Source: an optimization exercise on an open RTL-to-GDS flow (aim: small area). Production flows keep margins and buffers that such runs may drop. The RTL was checked by simulation tests, not by an equivalence proof against the original design. Power is estimated from default activity; no workload was simulated.

## config.mk

```make
export PLATFORM = sky130hd
export DESIGN_NAME = tetris_display
export DESIGN_NICKNAME = tetris_display
export VERILOG_FILES = /design/flow/design.v
export SDC_FILE = /design/flow/constraint.sdc
export NUM_CORES = 4
export LEC_CHECK = 0
export CAP_MARGIN = 20
export CORE_MARGIN = 2
export CORE_UTILIZATION = 65
export SLEW_MARGIN = 20
```

## constraint.sdc

```tcl
create_clock -name core_clock -period 8.0 [get_ports {iVGA_CLK}]
set_input_delay 1.6000 -clock core_clock [delete_from_list [all_inputs] [get_ports {iVGA_CLK}]]
set_output_delay 1.6000 -clock core_clock [all_outputs]
set_load 0.01 [all_outputs]
```

## design.v

```verilog
`timescale 1ns/1ps
`default_nettype none
package tetris_pkg;
  typedef logic [9:0] coord_t;
  localparam coord_t CELL_PX    = 10'd20;
  localparam coord_t DIVIDER_X  = 10'd320;
  localparam int     BOARD_COLS = 16;
  localparam int     BOARD_ROWS = 24;
  localparam coord_t DIGIT_COL0_0   = 10'd19;
  localparam coord_t DIGIT_COL0_1   = 10'd23;
  localparam coord_t DIGIT_COL0_2   = 10'd27;
  localparam coord_t DIGIT_ROW0     = 10'd1;
  localparam coord_t DIGIT_W        = 10'd3;
  localparam coord_t DIGIT_H        = 10'd5;
  typedef logic [23:0] bgr_t;
  localparam bgr_t FILL_COLOR = 24'h00ff00;
  typedef logic [BOARD_COLS-1:0] board_row_t;
  typedef logic [BOARD_ROWS*BOARD_COLS-1:0] board_t;
  typedef logic [3:0] digit_t;
  typedef logic [11:0] digits_t;
  localparam logic [7:0] ADDR_SCORE = 8'h60;
  typedef enum logic [2:0] {
    REG_NONE,
    REG_BOARD,
    REG_DIVIDER,
    REG_DIGIT0,
    REG_DIGIT1,
    REG_DIGIT2
  } region_e;
  typedef logic [14:0] font_t;
  function automatic font_t font_glyph(logic [3:0] d);
    case (d)
      4'd0:    font_glyph = 15'b111_101_101_101_111;
      4'd1:    font_glyph = 15'b010_010_010_010_010;
      4'd2:    font_glyph = 15'b111_001_111_100_111;
      4'd3:    font_glyph = 15'b111_100_111_100_111;
      4'd4:    font_glyph = 15'b100_100_111_101_101;
      4'd5:    font_glyph = 15'b111_100_111_001_111;
      4'd6:    font_glyph = 15'b111_101_111_001_111;
      4'd7:    font_glyph = 15'b100_100_100_100_111;
      4'd8:    font_glyph = 15'b111_101_111_101_111;
      4'd9:    font_glyph = 15'b111_100_111_101_111;
      default: font_glyph = '0;
    endcase
  endfunction
endpackage
`default_nettype wire
`timescale 1ns/1ps
`default_nettype none
module tetris_display
#(
  parameter int   H_ACTIVE = 640,
  parameter int   H_FRONT  = 16,
  parameter int   H_SYNC   = 96,
  parameter int   H_BACK   = 48,
  parameter int   V_ACTIVE = 480,
  parameter int   V_FRONT  = 10,
  parameter int   V_SYNC   = 2,
  parameter int   V_BACK   = 33,
  parameter tetris_pkg::bgr_t BG_COLOR = 24'h202020
) (
  input  wire         iVGA_CLK,
  input  wire         iRST_n,
  input  wire  [7:0]  paddr,
  input  wire         psel,
  input  wire         penable,
  input  wire         pwrite,
  input  wire  [31:0] pwdata,
  output logic [31:0] prdata,
  output logic        pready,
  output logic        pslverr,
  output logic        hs,
  output logic        vs,
  output logic        blank_n,
  output logic [7:0]  r_data,
  output logic [7:0]  g_data,
  output logic [7:0]  b_data
);
  logic [15:0] brd [0:23];    
  logic [23:0] vld;           
  logic [11:0] score;         
  logic        a_ok;          
  logic        a_row;         
  logic        a_score;
  logic        bcd_bad;
  logic        access;
  logic [4:0]  ridx;
  logic [23:0] rsel_w;
  logic [23:0] rsel_r;
  logic [15:0] rrow;
  assign ridx    = paddr[6:2];
  assign a_row   = (paddr[1:0] == 2'b00) && !paddr[7] && (ridx < 5'd24);
  assign a_score = (paddr == 8'h60);
  assign a_ok    = a_row || a_score;
  assign bcd_bad = (pwdata[11:8] > 4'd9) || (pwdata[7:4] > 4'd9) || (pwdata[3:0] > 4'd9);
  assign access  = psel && penable;
  assign pready  = 1'b1;
  assign pslverr = access && (!a_ok || (pwrite && a_score && bcd_bad));
  always_comb begin
    for (int r = 0; r < 24; r++) begin
      rsel_w[r] = (ridx == 5'(r));
      rsel_r[r] = (ridx == 5'(r)) && vld[r];
    end
  end
  logic [15:0] rg [0:7];
  always_comb begin
    for (int k = 0; k < 8; k++)
      rg[k] = ~(({16{rsel_r[3*k]}} & brd[3*k]) | ({16{rsel_r[3*k+1]}} & brd[3*k+1]) |
                ({16{rsel_r[3*k+2]}} & brd[3*k+2]));
    rrow = ~(rg[0] & rg[1] & rg[2] & rg[3]) | ~(rg[4] & rg[5] & rg[6] & rg[7]);
  end
  always_comb begin
    prdata = '0;
    if (psel && !pwrite) begin
      if (a_row)
        prdata[15:0] = rrow;
      else if (a_score)
        prdata[11:0] = score;
    end
  end
  always_ff @(posedge iVGA_CLK) begin
    for (int r = 0; r < 24; r++)
      if (access && pwrite && a_row && rsel_w[r])
        brd[r] <= pwdata[15:0];
  end
  always_ff @(posedge iVGA_CLK or negedge iRST_n) begin
    if (!iRST_n) begin
      vld <= '0;
    end else begin
      for (int r = 0; r < 24; r++)
        if (access && pwrite && a_row && rsel_w[r])
          vld[r] <= 1'b1;
    end
  end
  always_ff @(posedge iVGA_CLK or negedge iRST_n) begin
    if (!iRST_n)
      score <= '0;
    else if (access && pwrite && a_score && !bcd_bad)
      score <= pwdata[11:0];
  end
  function automatic logic [4:0] lfsr(logic [4:0] v);
    lfsr = {v[3:0], v[4] ^ v[2]};
  endfunction
  localparam logic [4:0] P0  = 5'd1;
  localparam logic [4:0] P4  = 5'd18;
  localparam logic [4:0] P10 = 5'd19;
  localparam logic [4:0] P12 = 5'd15;
  localparam logic [4:0] P16 = 5'd24;
  localparam logic [4:0] P19 = 5'd6;
  localparam logic [4:0] R1  = 5'd2;
  localparam logic [4:0] R2  = 5'd4;
  localparam logic [4:0] R3  = 5'd9;
  localparam logic [4:0] R4  = 5'd18;
  localparam logic [4:0] R5  = 5'd5;
  localparam logic [4:0] R24 = 5'd29;
  localparam logic [4:0] R25 = 5'd26;
  localparam logic [4:0] R26 = 5'd21;
  logic [5:0] hc;    
  logic [4:0] hp;    
  logic [4:0] vc;    
  logic [4:0] vp;    
  logic h_wrap, line_end, v_wrap, frame_end;
  assign h_wrap    = (hp == P19);
  assign line_end  = h_wrap && (hc == 6'd39);
  assign v_wrap    = (vp == P19);
  assign frame_end = line_end && (vc == R26) && (vp == P4);
  always_ff @(posedge iVGA_CLK or negedge iRST_n) begin
    if (!iRST_n) begin
      hp <= P19;
      hc <= 6'd39;
    end else if (line_end) begin
      hp <= P0;
      hc <= '0;
    end else if (h_wrap) begin
      hp <= P0;
      hc <= hc + 6'd1;
    end else begin
      hp <= lfsr(hp);
    end
  end
  always_ff @(posedge iVGA_CLK or negedge iRST_n) begin
    if (!iRST_n) begin
      vp <= P4;
      vc <= R26;
    end else if (frame_end) begin
      vp <= P0;
      vc <= P0;
    end else if (line_end) begin
      if (v_wrap) begin
        vp <= P0;
        vc <= lfsr(vc);
      end else begin
        vp <= lfsr(vp);
      end
    end
  end
  logic [23:0] vrow;
  always_comb begin
    logic [4:0] st;
    st = P0;
    for (int r = 0; r < 24; r++) begin
      vrow[r] = (vc == st);
      st = lfsr(st);
    end
  end
  logic        active;
  logic        divider;
  logic [15:0] drow;
  logic        board_lit;
  logic [3:0]  dig;
  logic [14:0] glyph;
  logic        dig_lit;
  logic        lit;
  assign active = (hc < 6'd32) && (vc != R24) && (vc != R25) && (vc != R26);
  logic hs_fall, hs_rise, vs_fall, vs_rise;
  assign hs_fall = (hc == 6'd32) && (hp == P16);
  assign hs_rise = (hc == 6'd37) && (hp == P12);
  assign vs_fall = (hc == 6'd0) && (hp == P0) && (vc == R24) && (vp == P10);
  assign vs_rise = (hc == 6'd0) && (hp == P0) && (vc == R24) && (vp == P12);
  assign divider = (hc == 6'd16) && (hp == P0);
  logic [15:0] dg [0:7];
  logic [23:0] dsel;
  assign dsel = vrow & vld;
  always_comb begin
    for (int k = 0; k < 8; k++)
      dg[k] = ~(({16{dsel[3*k]}} & brd[3*k]) | ({16{dsel[3*k+1]}} & brd[3*k+1]) |
                ({16{dsel[3*k+2]}} & brd[3*k+2]));
    drow = ~(dg[0] & dg[1] & dg[2] & dg[3]) | ~(dg[4] & dg[5] & dg[6] & dg[7]);
  end
  assign board_lit = (hc < 6'd16) && drow[hc[3:0]];
  logic [2:0] lc;      
  logic [2:0] ds;      
  logic [2:0] gpat;    
  assign ds[0] = (hc >= 6'd19) && (hc <= 6'd21);
  assign ds[1] = (hc >= 6'd23) && (hc <= 6'd25);
  assign ds[2] = (hc >= 6'd27) && (hc <= 6'd29);
  assign lc[0] = (hc == 6'd19) || (hc == 6'd23) || (hc == 6'd27);
  assign lc[1] = (hc == 6'd20) || (hc == 6'd24) || (hc == 6'd28);
  assign lc[2] = (hc == 6'd21) || (hc == 6'd25) || (hc == 6'd29);
  always_comb begin
    dig = ({4{ds[0]}} & score[11:8]) | ({4{ds[1]}} & score[7:4]) | ({4{ds[2]}} & score[3:0]);
    glyph = tetris_pkg::font_glyph(dig);
    case (vc)
      R1:      gpat = glyph[2:0];
      R2:      gpat = glyph[5:3];
      R3:      gpat = glyph[8:6];
      R4:      gpat = glyph[11:9];
      R5:      gpat = glyph[14:12];
      default: gpat = 3'b000;
    endcase
  end
  assign dig_lit = |(gpat & lc);
  assign lit = active && (divider || board_lit || dig_lit);
  logic hs_q, vs_q, blank_q, lit_q;
  always_ff @(posedge iVGA_CLK or negedge iRST_n) begin
    if (!iRST_n) begin
      hs_q    <= 1'b1;
      vs_q    <= 1'b1;
      blank_q <= 1'b0;
      lit_q   <= 1'b0;
    end else begin
      hs_q    <= (hs_q && !hs_fall) || hs_rise;
      vs_q    <= (vs_q && !vs_fall) || vs_rise;
      blank_q <= active;
      lit_q   <= lit;
    end
  end
  assign hs      = hs_q;
  assign vs      = vs_q;
  assign blank_n = blank_q;
  assign g_data  = {lit_q, lit_q, blank_q, {5{lit_q}}};
  assign r_data  = {2'b00, blank_q && !lit_q, 5'b00000};
  assign b_data  = r_data;
endmodule
`default_nettype wire
```

## flow/run.sh

```bash
#!/bin/bash
# The standard layout (standard.sh), with these changes:
#  - synthesis maps logic with an area-oriented ABC script (my_synth.tcl, area.abc);
#    registers and their names are those of the standard synthesis
#  - before global placement, weak gates driving many pins get a stronger size
#    (upsize.tcl), so placement does not add buffers to those nets
#  - port buffers are sky130_fd_sc_hd__buf_1
#  - clock tree: larger sink clusters, no dummy loads
set -euo pipefail
F=$(cd "$(dirname "${BASH_SOURCE[0]}")" && pwd)
W=$(dirname "$F")
cd "$W"
CTS="-sink_clustering_enable -repair_clock_nets -dont_use_dummy_load"
CTS="$CTS -root_buf sky130_fd_sc_hd__clkbuf_16 -buf_list sky130_fd_sc_hd__clkbuf_16"
CTS="$CTS -sink_clustering_size 30 -sink_clustering_max_diameter 80"
bash standard.sh \
  "SYNTH_SCRIPT=$F/my_synth.tcl" \
  "PRE_GLOBAL_PLACE_TCL=$F/upsize.tcl" \
  "BUFFER_PORTS_ARGS=-buffer_cell sky130_fd_sc_hd__buf_1" \
  "CTS_ARGS=$CTS" \
  finish > "$W/standard_flow.log" 2>&1
```

## flow/area.abc

```
&get -n
&st
&dch
&nf -R 1000 -p -C 32 -F 10 -A 10
&put
```

## flow/my_synth.tcl

```tcl
# The standard synthesis, with ABC's mapping script swapped for an area-oriented one
set my_dir [file dirname [file normalize [info script]]]
proc abc {args} {
  global my_dir
  set i [lsearch $args -script]
  if {$i >= 0} {
    set args [lreplace $args [expr {$i+1}] [expr {$i+1}] [file join $my_dir area.abc]]
  }
  yosys abc {*}$args
}
source [file join $my_dir .. synth_recipe.tcl]
```

## flow/upsize.tcl

```tcl
# Before global placement: give weak gates that drive many pins a stronger
# size of the same function, so placement does not buffer those nets.
proc my_upsize_drivers {min_loads} {
  set db [ord::get_db]
  set block [ord::get_db_block]
  set n 0
  foreach net [$block getNets] {
    if {[$net getSigType] ne "SIGNAL"} { continue }
    set drv ""
    set loads 0
    foreach it [$net getITerms] {
      if {[$it isOutputSignal]} { set drv $it } elseif {[$it isInputSignal]} { incr loads }
    }
    if {$drv eq "" || $loads < $min_loads} { continue }
    set inst [$drv getInst]
    set m [[$inst getMaster] getName]
    if {![regexp {^(sky130_fd_sc_hd__[a-z0-9]+)_([012])$} $m -> base sz]} { continue }
    if {[regexp {df|dl|buf|inv|conb|tap|fill|decap|diode} $base]} { continue }
    # nor2 pulls up through two series devices: it needs the 4x size; wider
    # nor-like gates are weak even at 4x, so they keep their size (and get a buffer)
    if {[regexp {__nor2$} $base]} {
      set sizes {4}
    } elseif {[regexp {__(nor[34]|o[0-9])} $base]} {
      continue
    } elseif {$sz < 2} {
      set sizes {2 4}
    } else {
      continue
    }
    set target ""
    foreach s $sizes {
      if {[$db findMaster ${base}_$s] ne "NULL"} { set target ${base}_$s; break }
    }
    if {$target eq ""} { continue }
    replace_cell [$inst getName] $target
    incr n
  }
  puts "my_upsize_drivers: resized $n drivers of $min_loads or more pins"
}
my_upsize_drivers 10
```

## standard.sh

```bash
#!/bin/bash
# synth_recipe.tcl (not shown) runs the flow's synth.tcl, then flattens the netlist and writes it again
# the make line also repeats each setting of config.mk as NAME=value (left out here)
make -C /OpenROAD-flow-scripts/flow DESIGN_CONFIG=/design/flow/config.mk WORK_HOME=/design/flow/orfs CLKGATE_MAP_FILE= SYNTH_SCRIPT=/design/flow/synth_recipe.tcl "${@:-finish}"
```

==> summary.md, run 1 <==
| Metric | Value |
|---|---|
| Post-DP HPWL | ~36,000 um |
| YS warnings | 4 |
| Synth top area share | 61.6% |
| Setup_tns | 0 ps |
| Drt total wl | just under 60,000 um |
| Critical Path Start Type | input pin |
| H-tree depth | 1 |
| Rows | 62 |
| Worst path cell trace | buf_1 -> nor2_1 -> nand2_1 -> nor3b_2 -> buf_4 -> a222oi_1 -> nand4_1 -> nor3_1 -> nor3_1 -> buf_1 |
| Gates resized, CTS repair | 0 |
| Prevailing post-synth register cell | edfxtp_1 |
| Postcts setup bufs | 0 |
| Crit path DAT | 4670 ps |
| Lkg Pwr | approximately 6.5 nW |
| Setup slack, reg-to-reg | between 3000 and 4000 ps |
| TritonCTS Buffers | 20 |
| Yosys cell types | 51 |
| Overflow after GRT | 0 |
| Overall routing resource usage | roughly 38% |
| Final GP Congestion | between 0.9 and 1 |
| CP max-delay cell | nor3b_2 |
| Hold Path End | hp[1]$_DFF_PN1_ |
| Number of nets in the layout | 1,354 |
| Pins over their slew limit | 0 |
| Final setup vio count | 0 |
| Number of hold buffers added after CTS | 0 |
| Mapped Avg Cell Area | between 15 and 20 um2 |
| Peak supply drop | about 0.00025 V |
| Most common cell in the netlist | edfxtp_1 |
| Antenna-violating nets left | 0 |
| RSZ-0062 raised after global routing | false |
| Largest net degree at the start of global routing | 62 |
| FF-to-FF Start | hc[0]$_DFFE_PN1P_ |
| Die X | 174 um |
| Max clock buf depth | 3 |
| CTS Root Cell | clkbuf_16 |
| Vias per cell | between 8 and 9 |
| Mapped Cells | around 1,200 |
| DIE HEIGHT | around 170 um |
| Clock skew | 35.9 ps |
| Clock Latency Late Sink | 550 ps |
| Reg2Reg Depth | 17 |
| Crit Path Category | in -> out |
| Area of the multi-input gates | ~0.0057 mm2 |
| DR DRC count | 0 |
| CP max stage delay | between 700 and 800 ps |
| Share of cells above drive strength 1 | 11.4% |
| CP delay by family, top | simple AND/OR/NAND/NOR gates |
| Fin. Hold Viols | 0 |
| Initial core utilization | 65.6% |
| Max-cap viol count | 0 |
| WP buf/inv | 3 |
| Synth Cell Area | about 0.019 mm2 |
| N_diodes | 0 |
| Vias | 13,800 |
| Total core area | ~0.029 mm2 |
| Routed wire per std cell | approximately 34 um |
| Vias in the first global route | 13,200 |
| Synthesis-to-finish area growth | 8.20% |
| Crit end category | output port |
| PortBufs | slightly below 60 |
| Area contributors post-synth | edfxtp_1 (62%), a222oi_1 (14%), dfrtp_1 (6.4%), nand4_1 (2.4%), dfstp_2 (1.8%) |
| Global-route wire length before repair | between 80,000 and 90,000 um |
| Slew @ Worst Pin | 1080 ps |
| Hold crit path type | reg -> reg |
| Post-synth EDFFs | 384 |
| Ys async rst share | 13.7% |
| Final worst-path cycle share | 78.3% |
| TritonCTS clock tree | built |
| #FFs+latches synth | about 450 |
| Clock-pin slew on the worst setup and hold paths | approximately 80 ps |
| Max FO, Critical Path | 9 |
| Leading area contributor after synthesis | edfxtp_1 |
| Power Density | 184 mW/mm2 |
| Min cycle time layout | ~6300 ps |
| R2R Path End | lit_q$_DFF_PN0_ |
| DRT Pass-1 Iters | 13 |
| Final-layout fill cell count | 1,948 |
| Storage cell area | ~0.013 mm2 |
| Most instantiated cells after synthesis | edfxtp_1 (384), a222oi_1 (259), nand4_1 (72) |
| Status | timing/DRC/antenna clean |
| Initial antenna violation count | 0 |
| Post-synthesis sequential area ratio | between 60% and 70% |
| WP data required | 6400 ps |
| Die footprint | 0.0302 mm2 |
| # IOs | approximately 110 |
| Clock Sinks | approximately 450 |
| Rel. slew slack | ~28% |
| Max Freq | between 0.15 and 0.2 GHz |
| Min-delay src | hp[0]$_DFF_PN0_ |
| DRC violation total after the first TritonRoute iteration | ~3,300 |
| Final Core Density | between 70% and 80% |
| Worst Hold Depth | 0 |
## per-layer routing
metal	routed length [um]	part of all wire (%)	GRT usage, %	up-vias
met5	0	0	0	-
met4	2500	4.3	17.1	0
met3	8790	15	10.2	164
met2	26200	45	58.0	1281
met1	20300	35	51.7	6722
li1	-	-	-	5608
## worst register-to-register path, stage by stage, from the launching register on
cell      delay [ps]
dfstp_2          740
clkinv_1         410
ha_1             450
nand2b_1         180
a32oi_1          200
a21oi_1          130
a222oi_1         280
buf_4            220
clkinv_1          90
ha_1             170
nor2b_1          150
o21ai_0          190
a22oi_1           90
nand3_1          160
nand3_1           90
a21oi_1          140
a21oi_1           50
a31oi_1          200
## through the flow
| step | cells | setup slack, ps | power, mW | hold slack [ps] | instance area, um2 |
|---|---|---|---|---|---|
| after global placement | 1660 | 1930 | 2.65 | 433 | 19700 |
| after detailed placement | 1661 | 1900 | 2.65 | 438 | 19700 |
| after CTS | 1681 | 1900 | 3.71 | 454 | 20200 |
| after global routing | 1681 | 1570 | 3.79 | 460 | 20300 |
| final | 1681 | 1730 | 3.72 | 453 | 20300 |
| after floorplan | 1227 | 1980 | 2.61 | 449 | 18800 |
## kinds of logic after synthesis
| kind of cell | share of synthesized area [%] |
|---|---|
| other cells | 0.0401 |
| simple gates | 10.4 |
| xor+xnor | 0.234 |
| flops | 69.8 |
| compound gates | 16.0 |
| fa+ha+maj | 0.668 |
| buf+inv | 1.80 |
| mux | 0.962 |
## state kept, by name (all words and copies together), names as in the netlist
signal   cells
vs_q         1
blank_q      1
vp           5
brd        384
vld         24
hp           5
hs_q         1
score       12
vc           5
hc           6
lit_q        1
## worst max-delay path by stage
stage,from,endpoint,slack [ps],depth (start not counted)
floorplan,paddr[6],brd[16][0]$_DFFE_PP_,1980,3
global placement,paddr[5],prdata[10],1930,10
detailed placement,paddr[5],prdata[10],1900,10
CTS,paddr[5],prdata[10],1900,10
global route,paddr[3],prdata[1],1570,9
finish,paddr[5],prdata[1],1730,10
## area by class of cell
type | count | share of cell area, %
Clock buffer | 20 | 2.47
Inverter | 8 | 0.148
Sequential cell | 445 | 64.5
Multi-Input combinational cell | 732 | 28.1
Tap cell | 384 | 2.37
Timing Repair Buffer | 92 | 2.34
## cells in the final DEF, fill, tap and decap left out, types with 31 or more instances in the layout
cell,n
a222oi_1,259
and3_2,39
buf_1,55
buf_4,33
conb_1,31
dfrtp_1,48
edfxtp_1,384
nand2_1,36
nand4_1,71
nor2_1,35
nor3_1,41
## report_power, final
group          switching (mW)  leakage [nW]  total (mW)  internal [mW]
registers             0.00265          4.25        2.52           2.52
logic                  0.0668          2.04      0.0801         0.0134
clock network           0.667         0.246        1.12          0.451
total                   0.736          6.54        3.72           2.99
==> inputs of run 2 (changes only) <==
--- a/design.v
+++ b/design.v
@@ -40,7 +40,12 @@
       4'd7:    font_glyph = 15'b100_100_100_100_111;
       4'd8:    font_glyph = 15'b111_101_111_101_111;
       4'd9:    font_glyph = 15'b111_100_111_101_111;
-      default: font_glyph = '0;
+      4'd10:   font_glyph = 15'b111_101_111_101_111;
+      4'd11:   font_glyph = 15'b111_100_111_101_111;
+      4'd12:   font_glyph = 15'b101_100_111_101_101;
+      4'd13:   font_glyph = 15'b111_100_111_101_111;
+      4'd14:   font_glyph = 15'b111_101_111_101_111;
+      4'd15:   font_glyph = 15'b101_100_111_101_111;
     endcase
   endfunction
 endpackage
@@ -161,16 +166,16 @@
   logic [4:0] vp;    
   logic h_wrap, line_end, v_wrap, frame_end;
   assign h_wrap    = (hp == P19);
-  assign line_end  = h_wrap && (hc == 6'd39);
+  assign line_end  = h_wrap && (hc == 6'd40);
   assign v_wrap    = (vp == P19);
   assign frame_end = line_end && (vc == R26) && (vp == P4);
   always_ff @(posedge iVGA_CLK or negedge iRST_n) begin
     if (!iRST_n) begin
       hp <= P19;
-      hc <= 6'd39;
+      hc <= 6'd40;
     end else if (line_end) begin
       hp <= P0;
-      hc <= '0;
+      hc <= 6'd1;
     end else if (h_wrap) begin
       hp <= P0;
       hc <= hc + 6'd1;
@@ -211,13 +216,13 @@
   logic [14:0] glyph;
   logic        dig_lit;
   logic        lit;
-  assign active = (hc < 6'd32) && (vc != R24) && (vc != R25) && (vc != R26);
+  assign active = (!hc[5] || (hc == 6'd32)) && (vc != R24) && (vc != R25) && (vc != R26);
   logic hs_fall, hs_rise, vs_fall, vs_rise;
-  assign hs_fall = (hc == 6'd32) && (hp == P16);
-  assign hs_rise = (hc == 6'd37) && (hp == P12);
-  assign vs_fall = (hc == 6'd0) && (hp == P0) && (vc == R24) && (vp == P10);
-  assign vs_rise = (hc == 6'd0) && (hp == P0) && (vc == R24) && (vp == P12);
-  assign divider = (hc == 6'd16) && (hp == P0);
+  assign hs_fall = (hc == 6'd33) && (hp == P16);
+  assign hs_rise = (hc == 6'd38) && (hp == P12);
+  assign vs_fall = (hc == 6'd1) && (hp == P0) && (vc == R24) && (vp == P10);
+  assign vs_rise = (hc == 6'd1) && (hp == P0) && (vc == R24) && (vp == P12);
+  assign divider = (hc == 6'd17) && (hp == P0);
   logic [15:0] dg [0:7];
   logic [23:0] dsel;
   assign dsel = vrow & vld;
@@ -227,16 +232,16 @@
                 ({16{dsel[3*k+2]}} & brd[3*k+2]));
     drow = ~(dg[0] & dg[1] & dg[2] & dg[3]) | ~(dg[4] & dg[5] & dg[6] & dg[7]);
   end
-  assign board_lit = (hc < 6'd16) && drow[hc[3:0]];
+  assign board_lit = ((hc[5:4] == 2'b00) || (hc == 6'd16)) && drow[4'(hc[3:0] - 4'd1)];
   logic [2:0] lc;      
   logic [2:0] ds;      
   logic [2:0] gpat;    
-  assign ds[0] = (hc >= 6'd19) && (hc <= 6'd21);
-  assign ds[1] = (hc >= 6'd23) && (hc <= 6'd25);
-  assign ds[2] = (hc >= 6'd27) && (hc <= 6'd29);
-  assign lc[0] = (hc == 6'd19) || (hc == 6'd23) || (hc == 6'd27);
-  assign lc[1] = (hc == 6'd20) || (hc == 6'd24) || (hc == 6'd28);
-  assign lc[2] = (hc == 6'd21) || (hc == 6'd25) || (hc == 6'd29);
+  assign ds[0] = (hc[5:2] == 4'd5);
+  assign ds[1] = (hc[5:2] == 4'd6);
+  assign ds[2] = (hc[5:2] == 4'd7);
+  assign lc[0] = (ds != 3'b000) && (hc[1:0] == 2'd0);
+  assign lc[1] = (ds != 3'b000) && (hc[1:0] == 2'd1);
+  assign lc[2] = (ds != 3'b000) && (hc[1:0] == 2'd2);
   always_comb begin
     dig = ({4{ds[0]}} & score[11:8]) | ({4{ds[1]}} & score[7:4]) | ({4{ds[2]}} & score[3:0]);
     glyph = tetris_pkg::font_glyph(dig);
==> run 2 against run 1 <==
  * Register-to-register slack worse by 160 ps
  * Clock power shrank 4%
  * Total power decreased by 1.0%
  * Critical path depth unchanged
  * Final area down 0.12%
  * Sequential share of layout area increased by 0.064 points
  * Global-route usage shrank 1.0 points
  * Flip-flop and latch count unchanged
  * Routed wire length shrank 1.7%
  * Area after synthesis shrank 0.44%
  * Die area is 0.43% lower
  * Highest routed layer unchanged
  * Critical path type unchanged
==> summary.md, run 2 <==
| Metric | Value |
|---|---|
| Final GP Congestion | 0.913 (-7.6%) |
| Critical Path Start Type | input pin |
| Max Freq | 0.154 GHz (-3.5%) |
| Max-cap viol count | 0 (unchanged) |
| Vias per cell | 8.16 (-0.36%) |
| Clock power frac | 29.3% (-0.7 points) |
| Post-DP HPWL | 34,900 um (-2.6%) |
| Worst path cell trace | buf_1 -> nor2_1 -> nand2_1 -> nor3b_2 -> buf_4 -> a222oi_1 -> nand4_1 -> nor3_1 -> nor3_1 -> buf_1 |
| Fin. Hold Viols | 0 (unchanged) |
| Clock skew | 44.8 ps (+8.93 ps) |
| Status | timing/DRC/antenna clean |
| Crit end category | output port |
| DRC violation total after the first TritonRoute iteration | 3,682 (+11%) |
| Final setup vio count | 0 (unchanged) |
| Gates resized, CTS repair | 0 (unchanged) |
| Power Density | 182 mW/mm2 (-0.89%) |
| Area of the multi-input gates | 0.00561 mm2 (-1.6%) |
| Vias in the first global route | 12,800 (-3.0%) |
| Total power | 3.68 mW (-1.0%) |
| Ys async rst share | 13.7% (unchanged) |
| Rel. slew slack | 31.6% (+3.4 points) |
| Mapped Avg Cell Area | 15.7 um2 (+0.23%) |
| CP max stage delay | 870 ps (+140 ps) |
| TritonCTS clock tree | built |
| Most frequent cells in the layout | edfxtp_1 (384), a222oi_1 (258), nand4_1 (69) |
| Switching part of the total power | 19.5% (-0.25 points) |
| Min cycle time layout | 6490 ps (+224 ps) |
| Max FO, Critical Path | 9 (unchanged) |
| Clock-pin slew on the worst setup and hold paths | 100 ps (+20 ps) |
| Final worst-path cycle share | 81.2% (+2.8 points) |
| Initial core utilization | 66.5% (+0.96 points) |
| # IOs | 106 (unchanged) |
| Share of power burned in registers | 68.5% (+0.7 points) |
| Most common library cell in the layout ignoring fill and taps | edfxtp_1 |
| Synthesis-to-finish area growth | 8.55% |
| Psw | 0.719 mW (-2.3%) |
| Biggest regs | brd x384, vld x24, score x12 |
| Largest net degree at the start of global routing | 62 (unchanged) |
| H-tree depth | 1 (unchanged) |
| #FFs+latches synth | 445 (unchanged) |
| Synth Cell Area | 0.0186 mm2 (-0.44%) |
| Total core area | 0.0280 mm2 (-1.9%) |
| Gate power share | 2.2% (about the same) |
| Hold crit path type | reg -> reg |
| Max clock buf depth | 3 (unchanged) |
| Pins over their slew limit | 0 (unchanged) |
| Vias | 13,700 (-0.48%) |
| Overflow after GRT | 0 (unchanged) |
| DP Worst Slack | 1750 ps (-151 ps) |
| Post-synthesis sequential area ratio | 70.1% (+0.30 points) |
| Synth top area share | 61.9% (+0.27 points) |
| Reg with most FFs | brd |
| Largest register FFs | 384 (unchanged) |
| Number of hold buffers added after CTS | 0 (unchanged) |
| Area contributors post-synth | edfxtp_1 (62%), a222oi_1 (14%), dfrtp_1 (6.7%), nand4_1 (2.3%), buf_4 (1.6%) |
| Yosys cell types | 48 (-5.9%) |
| Initial antenna violation count | 0 (unchanged) |
| Peak supply drop | 0.000198 V (-21%) |
| Global-route wire length before repair | 81,100 um (-2.7%) |
| TritonCTS Buffers | 19 (-5.0%) |
| Crit path DAT | 4890 ps (+220 ps) |
| N_diodes | 0 (unchanged) |
| RSZ-0062 raised after global routing | false |
| Slew @ Worst Pin | 1030 ps (-50.8 ps) |
| Setup_tns | 0 ps (unchanged) |
| Number of nets in the layout | 1,357 (+0.22%) |
| Share of cells above drive strength 1 | 12.1% (+0.66 points) |
| Postcts setup bufs | 0 (unchanged) |
| Post-synth EDFFs | 384 (unchanged) |
| PortBufs | 58 (unchanged) |
| Rows | 61 (-1.6%) |
| CTS Root Cell | clkbuf_16 |
| DIE HEIGHT | 173 um (-0.22%) |
| DRT Pass-1 Iters | 13 (unchanged) |
| Most instantiated cells after synthesis | edfxtp_1 (384), a222oi_1 (258), nand4_1 (70) |
| Die footprint | 0.0300 mm2 (-0.43%) |
| Storage cell area | 0.0131 mm2 (about the same) |
| YS warnings | 4 (unchanged) |
| Setup ws final | 1510 ps (-224 ps) |
| Antenna-violating nets left | 0 (unchanged) |
| Final-layout fill cell count | 1,842 (-5.4%) |
| WP data required | 6400 ps (about the same) |
| Crit Path Category | in -> out |
| Clock Latency Late Sink | 550 ps (about the same) |
| Drt total wl | 56,800 um (-1.7%) |
| CP max-delay cell | nor3b_2 |
| Most common cell in the netlist | edfxtp_1 |
| DR DRC count | 0 (unchanged) |
| Prevailing post-synth register cell | edfxtp_1 |
| Die X | 173 um (-0.22%) |
| Lkg Pwr | 6.46 nW (-1.1%) |
| Routed wire per std cell | 33.8 um (-1.6%) |
| Internal power | 2.97 mW (-0.69%) |
| Overall routing resource usage | 36.9% (-1.0 points) |
| Mapped Cells | 1,190 (-0.67%) |
| Clock Sinks | 445 (unchanged) |
| Leading area contributor after synthesis | edfxtp_1 |
run 2: changes by cell type after synthesis, sizes merged, moves of 3 or more:
| cell | previous run | this run |
|---|---|---|
| nand2 | 37 | 46 |
| o311ai | 4 | 1 |
| nand4b | 3 | 6 |
| nor2b | 14 | 8 |
| nand3 | 12 | 9 |
| nor4b | 5 | 10 |
| a21oi | 16 | 11 |
| nor4 | 6 | 10 |
| nor2 | 43 | 39 |
| nor3 | 48 | 59 |
| nand2b | 12 | 8 |
run 2: cell type report:
class / count / area share (%)
tap: 378 / 2.34
timing repair buffer: 105 / 2.83
inverter: 9 / 0.167
multi-input combinational: 723 / 27.7
clock buffer: 19 / 2.35
sequential: 445 / 64.6
run 2: kinds of logic after synthesis:
kind of cell | count (synthesis) | synth area share (%)
AO/OA/AOI/OAI | 309 | 15.5
multiplexers | 14 | 0.846
flip-flops | 445 | 70.1
other | 2 | 0.0403
AND/OR/NAND/NOR | 353 | 10.7
XOR/XNOR | 7 | 0.329
adder cells (fa/ha/maj) | 9 | 0.604
buffers and inverters | 51 | 1.83
run 2: metal layers:
metal | wire length (um) | GRT usage, %
met4 | 2230 | 13.2
met1 | 19800 | 51.6
met2 | 25400 | 56.7
met5 | 0 | 0
met3 | 9360 | 9.93
run 2: critical path: cells and delay by family:
kind                   cells  cell delay [ps]
AO/OA/AOI/OAI              1              110
buffers and inverters      3              710
AND/OR/NAND/NOR            6             2460
run 2: final timing paths:
check | end | slack [ps] | depth (start not counted) | start
max | prdata[6] | 1510 | 10 | paddr[5]
min | hp[1]$_DFF_PN1_ | 440 | 0 | hp[0]$_DFF_PN0_
max reg2reg | lit_q$_DFF_PN0_ | 3800 | 12 | vc[2]$_DFFE_PN1P_
min reg2reg | hp[1]$_DFF_PN1_ | 440 | 0 | hp[0]$_DFF_PN0_
max in group asynchronous | vld[3]$_DFFE_PN0P_ | 6170 | 2 | iRST_n
min in group asynchronous | vld[11]$_DFFE_PN0P_ | 1270 | 2 | iRST_n
run 2: per-stage QoR:
stage | area, um2 | util [%] | hold slack [ps] | std cells
final | 20200 | 72.2 | 438 | 1679
after global routing | 20200 | 72.2 | 461 | 1679
after CTS | 20200 | 72.2 | 444 | 1677
after detailed placement | 19700 | 70.5 | 429 | 1658
after global placement | 19700 | 70.5 | 417 | 1658
after floorplan | 18700 | - | 449 | 1219
run 2: power by group through the flow:
stage	Combinational (mW)	Clock [mW]	Sequential, mW
finish	0.0805	1.08	2.52
global route	0.0865	1.15	2.53
CTS	0.0776	1.07	2.52
detailed placement	0.0773	0	2.58
global placement	0.0754	0	2.58
floorplan	0.0323	0	2.58
==> inputs of run 3 (changes only) <==
--- a/flow/upsize.tcl
+++ b/flow/upsize.tcl
@@ -16,17 +16,8 @@
     set m [[$inst getMaster] getName]
     if {![regexp {^(sky130_fd_sc_hd__[a-z0-9]+)_([012])$} $m -> base sz]} { continue }
     if {[regexp {df|dl|buf|inv|conb|tap|fill|decap|diode} $base]} { continue }
-    # nor2 pulls up through two series devices: it needs the 4x size; wider
-    # nor-like gates are weak even at 4x, so they keep their size (and get a buffer)
-    if {[regexp {__nor2$} $base]} {
-      set sizes {4}
-    } elseif {[regexp {__(nor[34]|o[0-9])} $base]} {
-      continue
-    } elseif {$sz < 2} {
-      set sizes {2 4}
-    } else {
-      continue
-    }
+    # nor-like gates pull up through series devices: they need the 4x size
+    if {[regexp {__(nor|o[0-9])} $base]} { set sizes {4} } elseif {$sz < 2} { set sizes {2 4} } else { continue }
     set target ""
     foreach s $sizes {
       if {[$db findMaster ${base}_$s] ne "NULL"} { set target ${base}_$s; break }
==> run 3 against run 2 <==
  * Die area stayed put
  * Combinational power is 3.9% higher
  * Still clean on timing, DRC and antenna
  * Worst hold slack worse by 7.3 ps
  * Sequential power hardly changed
  * Setup slack worse by 240 ps
  * Fmax is 3.5% lower
  * Critical endpoint is now prdata[3]
  * Total power is 0.89% higher
  * Non-clock buffer count is 19 lower
  * Global-route usage is 0.73 points higher
  * Via count is 0.94% higher
  * Highest routed layer is now met5
  * Final area is 0.50% higher
  * Clock power hardly changed
==> summary.md, run 3 <==
| Metric | Value |
|---|---|
| TritonCTS clock tree | built |
| Worst Hold Depth | 0 (unchanged) |
| Post-synthesis sequential area ratio | 70.1% (unchanged) |
| Number of nets in the layout | 1,338 (-1.4%) |
| Overall routing resource usage | 37.6% (+0.73 points) |
| Total power | 3.72 mW (+0.89%) |
| Worst Hold Slack | 431 ps (-7.32 ps) |
| DRT Pass-1 Iters | 14 (+1) |
| Prevailing post-synth register cell | edfxtp_1 |
| Max FO, Critical Path | 16 (+7) |
| Hold crit path type | reg -> reg |
| Largest register FFs | 384 (unchanged) |
| Clock-pin slew on the worst setup and hold paths | 90 ps (about the same) |
| Final GP Congestion | 0.923 (+1.1%) |
| Lkg Pwr | 6.64 nW (+2.8%) |
| Pins over their slew limit | 0 (unchanged) |
| CP max stage delay | 950 ps (+80 ps) |
| Critical Path Start Type | input pin |
| #FFs+latches synth | 445 (unchanged) |
| Clock Latency Late Sink | 550 ps (about the same) |
| Total core area | 0.0280 mm2 (unchanged) |
| Max clock buf depth | 3 (unchanged) |
| Vias per cell | 8.34 (+2.1%) |
| Slew @ Worst Pin | 1180 ps (+153 ps) |
| Reg with most FFs | brd |
| DRC violation total after the first TritonRoute iteration | 3,778 (+2.6%) |
| Mapped Avg Cell Area | 15.7 um2 (unchanged) |
| Most frequent cells in the layout | edfxtp_1 (384), a222oi_1 (258), nand4_1 (69) |
| Routed wire per std cell | 34.8 um (+2.9%) |
| Crit path DAT | 5130 ps (+240 ps) |
| CTS Root Cell | clkbuf_16 |
| Gates resized, CTS repair | 0 (unchanged) |
| Reg2Reg Depth | 11 (-1) |
| DIE HEIGHT | 173 um (unchanged) |
| Clock Sinks | 445 (unchanged) |
| Clock skew | 29.2 ps (-15.6 ps) |
| Mapped Cells | 1,190 (unchanged) |
| Fin. Hold Viols | 0 (unchanged) |
| Drt total wl | 57,800 um (+1.7%) |
| TritonCTS Buffers | 19 (unchanged) |
| Fin cells | 1,660 (-1.1%) |
| Share of cells above drive strength 1 | 10.8% (-1.2 points) |
| Synth top area share | 61.9% (unchanged) |
| Ys async rst share | 13.7% (unchanged) |
| Initial core utilization | 66.5% (unchanged) |
| WP buf/inv | 2 (-1) |
| Initial antenna violation count | 1 (+1) |
| Final Core Density | 72.6% (+0.36 points) |
| Die X | 173 um (unchanged) |
| Vias in the first global route | 13,100 (+2.6%) |
| Rel. slew slack | 21.1% (-10 points) |
| Levels on crit path | 9 (-1) |
| Placed Cells | 1,640 (-1.1%) |
| Peak supply drop | 0.000187 V (-5.6%) |
| Vias | 13,800 (+0.94%) |
| Biggest regs | brd x384, vld x24, score x12 |
| Final setup vio count | 0 (unchanged) |
| Yosys cell types | 48 (unchanged) |
| Min cycle time layout | 6730 ps (+238 ps) |
| Synthesis-to-finish area growth | 9.10% |
| Postcts setup bufs | 0 (unchanged) |
| CP delay by family, top | simple AND/OR/NAND/NOR gates |
| Most common cell in the netlist | edfxtp_1 |
| Crit end category | output port |
| Die footprint | 0.0300 mm2 (unchanged) |
| Storage cell area | 0.0131 mm2 (unchanged) |
| Number of hold buffers added after CTS | 0 (unchanged) |
| RSZ-0062 raised after global routing | false |
| Overflow after GRT | 0 (unchanged) |
| Area contributors post-synth | edfxtp_1 (62%), a222oi_1 (14%), dfrtp_1 (6.7%), nand4_1 (2.3%), buf_4 (1.6%) |
| Setup_tns | 0 ps (unchanged) |
| Largest net degree at the start of global routing | 62 (unchanged) |
| Crit Path Category | in -> out |
| Post-synth EDFFs | 384 (unchanged) |
| Final worst-path cycle share | 84.1% (+3.0 points) |
| Power Density | 183 mW/mm2 (+0.38%) |
| N_diodes | 0 (unchanged) |
| PortBufs | 58 (unchanged) |
| Max-cap viol count | 0 (unchanged) |
| # IOs | 106 (unchanged) |
| Antenna-violating nets left | 0 (unchanged) |
| WP data required | 6400 ps (about the same) |
| Area of the multi-input gates | 0.00584 mm2 (+4.2%) |
| YS warnings | 4 (unchanged) |
| Final-layout fill cell count | 1,829 (-0.71%) |
| Worst path cell trace | buf_1 -> nor2b_1 -> nand2_1 -> nor3b_4 -> a222oi_1 -> nand4_1 -> nor3_1 -> nor3_1 -> buf_1 |
| Most common library cell in the layout ignoring fill and taps | edfxtp_1 |
| Global-route wire length before repair | 82,700 um (+2.0%) |
| Rows | 61 (unchanged) |
| Max Freq | 0.149 GHz (-3.5%) |
| CP max-delay cell | nor3b_4 |
| DR DRC count | 0 (unchanged) |
| Synth Cell Area | 0.0186 mm2 (unchanged) |
| Most instantiated cells after synthesis | edfxtp_1 (384), a222oi_1 (258), nand4_1 (70) |
| Post-DP HPWL | 35,200 um (+0.79%) |
| Leading area contributor after synthesis | edfxtp_1 |
| Status | timing/DRC/antenna clean |
| H-tree depth | 1 (unchanged) |
==> run 3: cell counts after synthesis <==
Identical to the previous run, type by type.
==> run 3: cells by family (layout without fill, tap and decap cells) <==
kind of cell	after synthesis	in the layout	share of synthesized area, %
other cells	2	31	0.0403
xor+xnor	7	7	0.329
fa+ha+maj	9	9	0.604
compound gates	309	309	15.5
simple gates	353	353	10.7
mux	14	14	0.846
buf+inv	51	114	1.83
flops	445	445	70.1
==> run 3: layer usage <==
layer,GRT usage [%],part of all wire (%)
met5,1.44,0.12
met4,17.2,5.0
met3,10.5,17
met2,56.1,44
met1,52.2,34
==> run 3: final cells by class <==
class | count | area share, %
Multi-Input combinational cell | 723 | 28.7
Sequential cell | 445 | 64.3
Tap cell | 378 | 2.33
Clock buffer | 19 | 2.34
Timing Repair Buffer | 86 | 2.15
Inverter | 9 | 0.166
==> run 3: worst paths after layout <==
| kind | endpoint | slack, ps | from |
|---|---|---|---|
| max in group asynchronous | vld[17]$_DFFE_PN0P_ | 6190 | iRST_n |
| min | hp[1]$_DFF_PN1_ | 430 | hp[0]$_DFF_PN0_ |
| max reg2reg | lit_q$_DFF_PN0_ | 3540 | vc[4]$_DFFE_PN1P_ |
| min reg2reg | hp[1]$_DFF_PN1_ | 430 | hp[0]$_DFF_PN0_ |
| max | prdata[3] | 1270 | paddr[5] |
| min in group asynchronous | vp[2]$_DFFE_PN0P_ | 1210 | iRST_n |
==> run 3: per-stage QoR <==
| step | instance area (um2) | setup WS [ps] |
|---|---|---|
| final | 20300 | 1270 |
| after detailed placement | 19800 | 1510 |
| after global placement | 19800 | 1490 |
| after floorplan | 18700 | 1980 |
| after CTS | 20300 | 1480 |
| after global routing | 20300 | 1200 |
==> run 3: power by group <==
group | total [mW] | leakage [nW] | switching [mW] | internal, mW
Combinational | 0.0836 | 2.15 | 0.0692 | 0.0144
Clock | 1.11 | 0.234 | 0.679 | 0.430
Sequential | 2.52 | 4.26 | 0.00275 | 2.52
==> run 3: worst register-to-register path: stages (launching register included) <==
cell      delay, ps
dfstp_2        1060
nand2b_1        400
nor3b_4         950
a222oi_1        240
nand4_1         270
nor3_1           90
nor3_1          500
a211oi_1        120
a31oi_1         320
o21ai_0         120
a21oi_1         130
o21a_1          180
==> inputs of run 4 (changes only) <==
--- a/flow/run.sh
+++ b/flow/run.sh
@@ -2,8 +2,9 @@
 # The standard layout (standard.sh), with these changes:
 #  - synthesis maps logic with an area-oriented ABC script (my_synth.tcl, area.abc);
 #    registers and their names are those of the standard synthesis
-#  - before global placement, weak gates driving many pins get a stronger size
-#    (upsize.tcl), so placement does not add buffers to those nets
+#  - before global placement, weak gates driving many pins get a stronger form
+#    of the same function (upsize.tcl: nor -> or + inv_2, others a larger size),
+#    so placement does not add buffers to those nets
 #  - port buffers are sky130_fd_sc_hd__buf_1
 #  - clock tree: larger sink clusters, no dummy loads
 set -euo pipefail
==> flow/upsize.tcl (replaced) <==
# Before global placement: weak gates that drive many pins get a stronger
# form of the same function, so placement does not buffer those nets.
#  - a nor gate becomes the or gate of the same inputs and an inv_2
#  - other simple gates get the 2x (else 4x) size

proc my_drv_and_loads {net} {
  set drv ""
  set loads 0
  foreach it [$net getITerms] {
    if {[$it isOutputSignal]} { set drv $it } elseif {[$it isInputSignal]} { incr loads }
  }
  return [list $drv $loads]
}

proc my_split_nors {min_loads} {
  set db [ord::get_db]
  set block [ord::get_db_block]
  set inv [$db findMaster sky130_fd_sc_hd__inv_2]
  set n 0
  foreach net [$block getNets] {
    if {[$net getSigType] ne "SIGNAL"} { continue }
    lassign [my_drv_and_loads $net] drv loads
    if {$drv eq "" || $loads < $min_loads} { continue }
    set inst [$drv getInst]
    set m [[$inst getMaster] getName]
    if {![regexp {^sky130_fd_sc_hd__nor([234]b?b?)_[0-9]+$} $m -> kind]} { continue }
    set orm [$db findMaster sky130_fd_sc_hd__or${kind}_1]
    if {$orm eq "NULL"} { continue }
    set name [$inst getName]
    set orinst [odb::dbInst_create $block $orm "${name}_or"]
    set mid [odb::dbNet_create $block "${name}_orn"]
    foreach it [$inst getITerms] {
      if {[$it isInputSignal]} {
        [$orinst findITerm [[$it getMTerm] getName]] connect [$it getNet]
      }
    }
    [$orinst findITerm X] connect $mid
    set invinst [odb::dbInst_create $block $inv "${name}_inv"]
    [$invinst findITerm A] connect $mid
    $drv disconnect
    [$invinst findITerm Y] connect $net
    odb::dbInst_destroy $inst
    incr n
  }
  puts "my_split_nors: $n nor gates of $min_loads or more pins became or + inv_2"
}

proc my_upsize_drivers {min_loads} {
  set db [ord::get_db]
  set block [ord::get_db_block]
  set n 0
  foreach net [$block getNets] {
    if {[$net getSigType] ne "SIGNAL"} { continue }
    lassign [my_drv_and_loads $net] drv loads
    if {$drv eq "" || $loads < $min_loads} { continue }
    set inst [$drv getInst]
    set m [[$inst getMaster] getName]
    if {![regexp {^(sky130_fd_sc_hd__[a-z0-9]+)_([01])$} $m -> base sz]} { continue }
    if {[regexp {df|dl|buf|inv|conb|tap|fill|decap|diode|__nor|__o[0-9]} $base]} { continue }
    set target ""
    foreach s {2 4} {
      if {[$db findMaster ${base}_$s] ne "NULL"} { set target ${base}_$s; break }
    }
    if {$target eq ""} { continue }
    replace_cell [$inst getName] $target
    incr n
  }
  puts "my_upsize_drivers: resized $n drivers of $min_loads or more pins"
}

my_split_nors 10
my_upsize_drivers 10
global_connect
==> run 4 against run 3 <==
  * Sequential power about the same
  * Global-route usage up 0.79 points
  * Clock power hardly changed
  * Critical endpoint unchanged
  * Synthesized cell count unchanged
==> summary.md, run 4 <==
| Metric | Value |
|---|---|
| Crit end category | output port |
| Setup_tns | 0 ps (unchanged) |
| Antenna-violating nets left | 0 (unchanged) |
| Final-layout fill cell count | 1,869 (+2.2%) |
| Yosys cell types | 48 (unchanged) |
| Metal2 WL | 25,900 um (+2.0%) |
| Most frequent cells in the layout | edfxtp_1 (384), a222oi_1 (258), nand4_1 (69) |
| Fin. Hold Viols | 0 (unchanged) |
| CP max-delay cell | or4b_1 |
| Power Density | 185 mW/mm2 (+1.4%) |
| Met1 Wirelength | 20,000 um (+2.5%) |
| WP data required | 6400 ps (about the same) |
| Placed Cells | 1,660 (+1.2%) |
| Fin cells | 1,680 (+1.2%) |
| Die X | 173 um (unchanged) |
| Clock-pin slew on the worst setup and hold paths | 80 ps (about the same) |
| CTS Root Cell | clkbuf_16 |
| Largest net degree at the start of global routing | 62 (unchanged) |
| Clock skew | 51.6 ps (+22.4 ps) |
| Routed wire per std cell | 34.9 um (+0.30%) |
| Reg with most FFs | brd |
| Hold crit path type | reg -> reg |
| Gates resized, CTS repair | 0 (unchanged) |
| Post-DP HPWL | 34,900 um (-0.79%) |
| Synthesis-to-finish area growth | 7.04% |
| Drt total wl | 58,600 um (+1.5%) |
| DRT Pass-1 Iters | 13 (-1) |
| Final worst-path cycle share | 78.6% (-5.5 points) |
| Most common library cell in the layout ignoring fill and taps | edfxtp_1 |
| Ys async rst share | 13.7% (unchanged) |
| Prevailing post-synth register cell | edfxtp_1 |
| # IOs | 106 (unchanged) |
| #FFs+latches synth | 445 (unchanged) |
| Vias per cell | 8.34 (about the same) |
| Overall routing resource usage | 38.4% (+0.79 points) |
| Max Freq | 0.159 GHz (+7.1%) |
| Setup slack, reg-to-reg | 3950 ps (+410 ps) |
| Lkg Pwr | 6.55 nW (-1.3%) |
| TritonCTS clock tree | built |
| Uppermost layer routed | met4 |
| PortBufs | 58 (unchanged) |
| FF-to-FF Start | vc[2]$_DFFE_PN1P_ |
| DIE HEIGHT | 173 um (unchanged) |
| Critical Path End | prdata[3] |
| Crit. Startpoint | paddr[5] |
| Synth Cell Area | 0.0186 mm2 (unchanged) |
| Crit path DAT | 4690 ps (-440 ps) |
| Leading area contributor after synthesis | edfxtp_1 |
| Post-synth EDFFs | 384 (unchanged) |
| Reg2Reg Depth | 12 (+1) |
| Initial antenna violation count | 0 (-1) |
| Synth top area share | 61.9% (unchanged) |
| Final GP Congestion | 0.919 (-0.39%) |
| Global-route wire length before repair | 84,400 um (+2.0%) |
| Share of cells above drive strength 1 | 9.52% (-1.3 points) |
| Min cycle time layout | 6290 ps (-444 ps) |
| Mapped Cells | 1,190 (unchanged) |
| Max-cap viol count | 0 (unchanged) |
| Pins over their slew limit | 0 (unchanged) |
| Max FO, Critical Path | 16 (unchanged) |
| Min-delay src | hp[0]$_DFF_PN0_ |
| Met3 Routed Length | 10,300 um (+3.7%) |
| Largest register FFs | 384 (unchanged) |
| Slew @ Worst Pin | 1020 ps (-159 ps) |
| Peak supply drop | 0.000191 V (+1.7%) |
| Mapped Avg Cell Area | 15.7 um2 (unchanged) |
| Total power | 3.70 mW (-0.49%) |
| Vias | 14,000 (+1.2%) |
| Overflow after GRT | 0 (unchanged) |
| DRC violation total after the first TritonRoute iteration | 3,816 (+1.0%) |
| Die footprint | 0.0300 mm2 (unchanged) |
| Vias in the first global route | 13,100 (-0.19%) |
| Clock Sinks | 445 (unchanged) |
| Final setup vio count | 0 (unchanged) |
| Rows | 61 (unchanged) |
| YS warnings | 4 (unchanged) |
| Max clock buf depth | 3 (unchanged) |
| Postcts setup bufs | 0 (unchanged) |
| TritonCTS Buffers | 19 (unchanged) |
| Status | timing/DRC/antenna clean |
| N_diodes | 0 (unchanged) |
| Post-synthesis sequential area ratio | 70.1% (unchanged) |
| H-tree depth | 1 (unchanged) |
| Number of nets in the layout | 1,358 (+1.5%) |
| Crit Path Category | in -> out |
| Most instantiated cells after synthesis | edfxtp_1 (384), a222oi_1 (258), nand4_1 (70) |
| Clock Latency Late Sink | 550 ps (about the same) |
| RSZ-0062 raised after global routing | false |
| Number of hold buffers added after CTS | 0 (unchanged) |
| R2R Path End | lit_q$_DFF_PN0_ |
| Most common cell in the netlist | edfxtp_1 |
| Initial core utilization | 66.5% (unchanged) |
| Area contributors post-synth | edfxtp_1 (62%), a222oi_1 (14%), dfrtp_1 (6.7%), nand4_1 (2.3%), buf_4 (1.6%) |
| Critical Path Start Type | input pin |
| Rel. slew slack | 32.0% (+11 points) |
| Worst path cell trace | buf_1 -> nor2_1 -> nand2_1 -> or4b_1 -> inv_2 -> a222oi_1 -> nand4_1 -> nor3_1 -> nor3_1 -> buf_1 |
| DR DRC count | 0 (unchanged) |
| CP max stage delay | 540 ps (-410 ps) |
| Biggest regs | brd x384, vld x24, score x12 |
| Total core area | 0.0280 mm2 (unchanged) |
==> run 4: cell count changes in the layout (fill, tap and decap cells not counted), moves of 11 or more <==
cell / previous run / this run
nor3_4: 11 / 0
inv_2: 0 / 35
or3_1: 3 / 14
buf_4: 27 / 12
==> run 4: cell type report <==
cell class | instances | area (um2) | share of cell area, %
clock buffer | 19 | 475 | 2.38
inverter | 44 | 165 | 0.828
sequential | 445 | 13100 | 65.5
tap | 378 | 473 | 2.37
timing repair buffer | 71 | 314 | 1.57
multi-input combinational | 723 | 5450 | 27.3
==> run 4: metal layers <==
layer | global-route usage (%) | up-vias
met5 | 0 | -
met4 | 15.5 | 0
met3 | 10.4 | 180
met2 | 56.9 | 1490
met1 | 54.9 | 6741
li1 | - | 5595
==> run 4: worst min path at each step <==
stage | cells after the start | end | slack, ps
final | 0 | hp[1]$_DFF_PN1_ | 440
after global routing | 0 | hp[1]$_DFF_PN1_ | 460
after CTS | 0 | hp[1]$_DFF_PN1_ | 440
after detailed placement | 0 | hp[1]$_DFF_PN1_ | 430
after global placement | 0 | hp[4]$_DFF_PN0_ | 410
after floorplan | 1 | vld[18]$_DFFE_PN0P_ | 450
==> run 4: worst max-delay path, delay by kind of cell <==
kind                   cells  cell delay (ps)
AND/OR/NAND/NOR            6             2090
buffers and inverters      3              770
AO/OA/AOI/OAI              1              230
==> run 4: cells by family (layout without fill, tap and decap cells) <==
group	Yosys count	in the layout	share of synthesized area, %
compound gates	309	309	15.5
xor+xnor	7	7	0.329
fa+ha+maj	9	9	0.604
buf+inv	51	134	1.83
flops	445	445	70.1
mux	14	14	0.846
other cells	2	31	0.0403
simple gates	353	353	10.7
==> run 4: power by group <==
group / internal (mW) / leakage (nW) / total (mW) / switching [mW]
combinational: 0.0131 / 2.06 / 0.0772 / 0.0641
sequential: 2.52 / 4.26 / 2.52 / 0.00252
clock: 0.430 / 0.234 / 1.10 / 0.667
total: 2.97 / 6.55 / 3.70 / 0.734
==> run 4: stage by stage <==
step                      setup WS, ps  area [um2]  hold WS [ps]  utilization [%]
after floorplan                   1980       18700           449                -
after global placement            1950       19500           413             69.5
after detailed placement          1990       19500           432             69.5
after CTS                         1960       19900           442             71.2
after global routing              1680       19900           456             71.2
final                             1710       19900           442             71.2

## separate check: timing with driven ports
Ports are ideal in the flow. The routed layouts listed here were re-timed in OpenROAD. Step 1 sets driving cells, clkbuf_16 on the clock port and buf_2 on the other inputs (assumed; they add their load-dependent delay and slew). Step 2 also shifts input and output timing later by t, the mid clock arrival at the registers, as if the neighbouring blocks saw the same clock. a / b / c = ideal ports / drivers / drivers and shift; a / b = the first two.
| run | t, ns | setup WS [ns] | hold slack, ns | worst register clock-pin slew, ns |
|---|---|---|---|---|
| run 1 | 0.583 | 1.732 / 1.710 / 1.710 | 0.453 / 0.453 / 0.453 | 0.11 / 0.11 |
| run 2 | 0.580 | 1.508 / 1.485 / 1.485 | 0.438 / 0.438 / 0.438 | 0.11 / 0.11 |
| run 3 | 0.591 | 1.269 / 1.231 / 1.231 | 0.431 / 0.431 / 0.431 | 0.11 / 0.11 |
| run 4 | 0.583 | 1.713 / 1.687 / 1.687 | 0.442 / 0.442 / 0.442 | 0.12 / 0.12 |
After both steps setup and hold are still met in every run listed. The setup slack of run 3, which loses most, moves by -0.038 ns with the drivers and by -0.038 ns with both steps.
